From an optimization exercise on the open Yosys and OpenROAD flow, aimed at small area, a short achievable clock period and few clock cycles; shortcuts taken in it are not production practice. Function was checked by simulation only, so behaviour that the tests miss may differ from the original. Power is estimated from default activity; no workload was simulated.

job 102:
==> flow/design.v (excerpt) <==
module exec_core (
    input  wire         clk,
    input  wire         rst,
    input  wire         issue_valid,
    input  wire  [32:0] issue,         
    output logic        issue_credit,
    output logic [38:0] commit         
);
    logic [31:0] e_q, b_q;
    logic        e_v, b_v;
    logic        skip;       
    logic        xc;         
    logic [3:0]  op;
    logic [4:0]  rs1, rs2, rd;
    logic        we;
    logic [11:0] imm;
    assign op  = e_q[31:28];
    assign rs1 = e_q[27:23];
    assign rs2 = e_q[22:18];
    assign rd  = e_q[17:13];
    assign we  = e_q[12];
    assign imm = e_q[11:0];
    logic [31:0] a, b, res;
    logic        wr_en;
    register_file rf_i (
        .clk(clk), .rst(rst), .ra1(rs1), .ra2(rs2), .rd1(a), .rd2(b),
        .we(wr_en), .wa(rd), .wd(res)
    );
    logic        is_md, is_beq, inv, eq, lt, sdiff, co;
    logic [31:0] y, sum, alu_res;
    assign is_md  = op[3];
    assign is_beq = (op == 4'd7);
    assign sdiff  = !op[0] && (a[31] ^ b[31]);
    assign inv    = (op[3:2] == 2'b11) ? !sdiff : ((op == 4'd1) || (op == 4'd5) || (op == 4'd7));
    assign y      = (op == 4'd6) ? {{20{imm[11]}}, imm} : b;
    add_bk32 alu_add (.a(a), .b(y ^ {32{inv}}), .ci(inv), .s(sum), .co(co));
    assign eq     = (sum == 32'd0);
    assign lt     = (a[31] != b[31]) ? a[31] : sum[31];
    always_comb begin
        case (op[2:0])
            3'd2:    alu_res = a & b;
            3'd3:    alu_res = a | b;
            3'd4:    alu_res = a ^ b;
            3'd5:    alu_res = {31'd0, lt};
            3'd7:    alu_res = 32'd0;
            default: alu_res = sum;           
        endcase
    end
    logic        md_run, md_last;
    logic [31:0] md_res;
    assign md_run = e_v && is_md && !skip;
    mul_div_unit md_i (
        .clk(clk), .rst(rst), .run(md_run), .op(op[2:0]), .a(a), .b(b),
        .add_s(sum), .add_co(co),
        .last(md_last), .result(md_res)
    );
  ...
Size in the first run: ~1,200 flip-flops, ~76 I/O pins, roughly 83,000 um2 of cells after synthesis.
==> flow/config.mk <==
export PLATFORM = sky130hd
export DESIGN_NAME = exec_core
export DESIGN_NICKNAME = exec_core
export VERILOG_FILES = /design/flow/design.v
export SDC_FILE = /design/flow/constraint.sdc
export NUM_CORES = 4
export LEC_CHECK = 0
export ABC_AREA = 1
export CAP_MARGIN = 20
export CORE_MARGIN = 2
export CORE_UTILIZATION = 45
export CTS_CLUSTER_DIAMETER = 100
export CTS_CLUSTER_SIZE = 25
export SLEW_MARGIN = 20
==> flow/constraint.sdc <==
create_clock -name core_clock -period 90.0 [get_ports {clk}]
set_input_delay 18.0000 -clock core_clock [delete_from_list [all_inputs] [get_ports {clk}]]
set_output_delay 18.0000 -clock core_clock [all_outputs]
set_load 0.01 [all_outputs]
standard.sh (not shown) runs the stock make flow with config.mk's settings and CLKGATE_MAP_FILE= SYNTH_SCRIPT=/design/flow/synth_recipe.tcl, a recipe that flattens the netlist after the stock synthesis.
==> flow/flow/run.sh <==
#!/bin/bash
set -euo pipefail
bash standard.sh "BUFFER_PORTS_ARGS=-buffer_cell sky130_fd_sc_hd__buf_2" finish > standard_flow.log 2>&1
Job 102: full flow OK, the timing, DRC and antenna checks passed
Testbench counts of job 102, summed over its fixed seeds: cycles 15,744.
#### Input delta (job 101 over job 102)
==> flow/run.sh (new file) <==
#!/bin/bash
# synth_recipe.tcl (not shown) runs the flow's synth.tcl, then flattens the netlist and writes it again
# the make line also repeats each setting of config.mk as NAME=value (left out here)
make -C /OpenROAD-flow-scripts/flow DESIGN_CONFIG=/design/flow/config.mk WORK_HOME=/design/flow/orfs CLKGATE_MAP_FILE= SYNTH_SCRIPT=/design/flow/synth_recipe.tcl finish
removed: flow/flow/run.sh
removed: flow/standard.sh
==> run notes <==
Of job 101 and job 102, it is job 101 that has the lower setup slack after placement.
Job 101 ends up with higher length of the first detailed-routing pass in iterations than job 102 does.
Job 102 has higher worst max-slew margin expressed relative to the limit than job 101.
Summary of job 101 over job 102: leakage power summed over all cells moved down; wire length moved down; maximum clock frequency moved down.

==> what the ideal ports hide <==
Ports are ideal in the flow. The routed layouts listed here were re-timed in OpenROAD.
Step 1 sets driving cells, clkbuf_16 on the clock port and buf_2 on the other inputs (assumed; they add their load-dependent delay and slew).
Step 2 adds t to the input delays and takes it off the output delays; t is the mean of the earliest and latest rising clock arrival at the registers after step 1. Input paths then give back, and output paths get back, about the clock's delay inside the block.
Three values: ideal, step 1, step 2; two values: the first two.
run	shift t [ns]	setup slack, ns	worst register clock-pin slew, ns	worst slew at a driven data input, ns
job 102	0.834	70.781 / 70.691 / 70.934	0.12 / 0.12	0.07
job 101	0.895	70.297 / 70.213 / 70.746	0.12 / 0.12	0.07
After both steps every run listed still meets setup and hold.
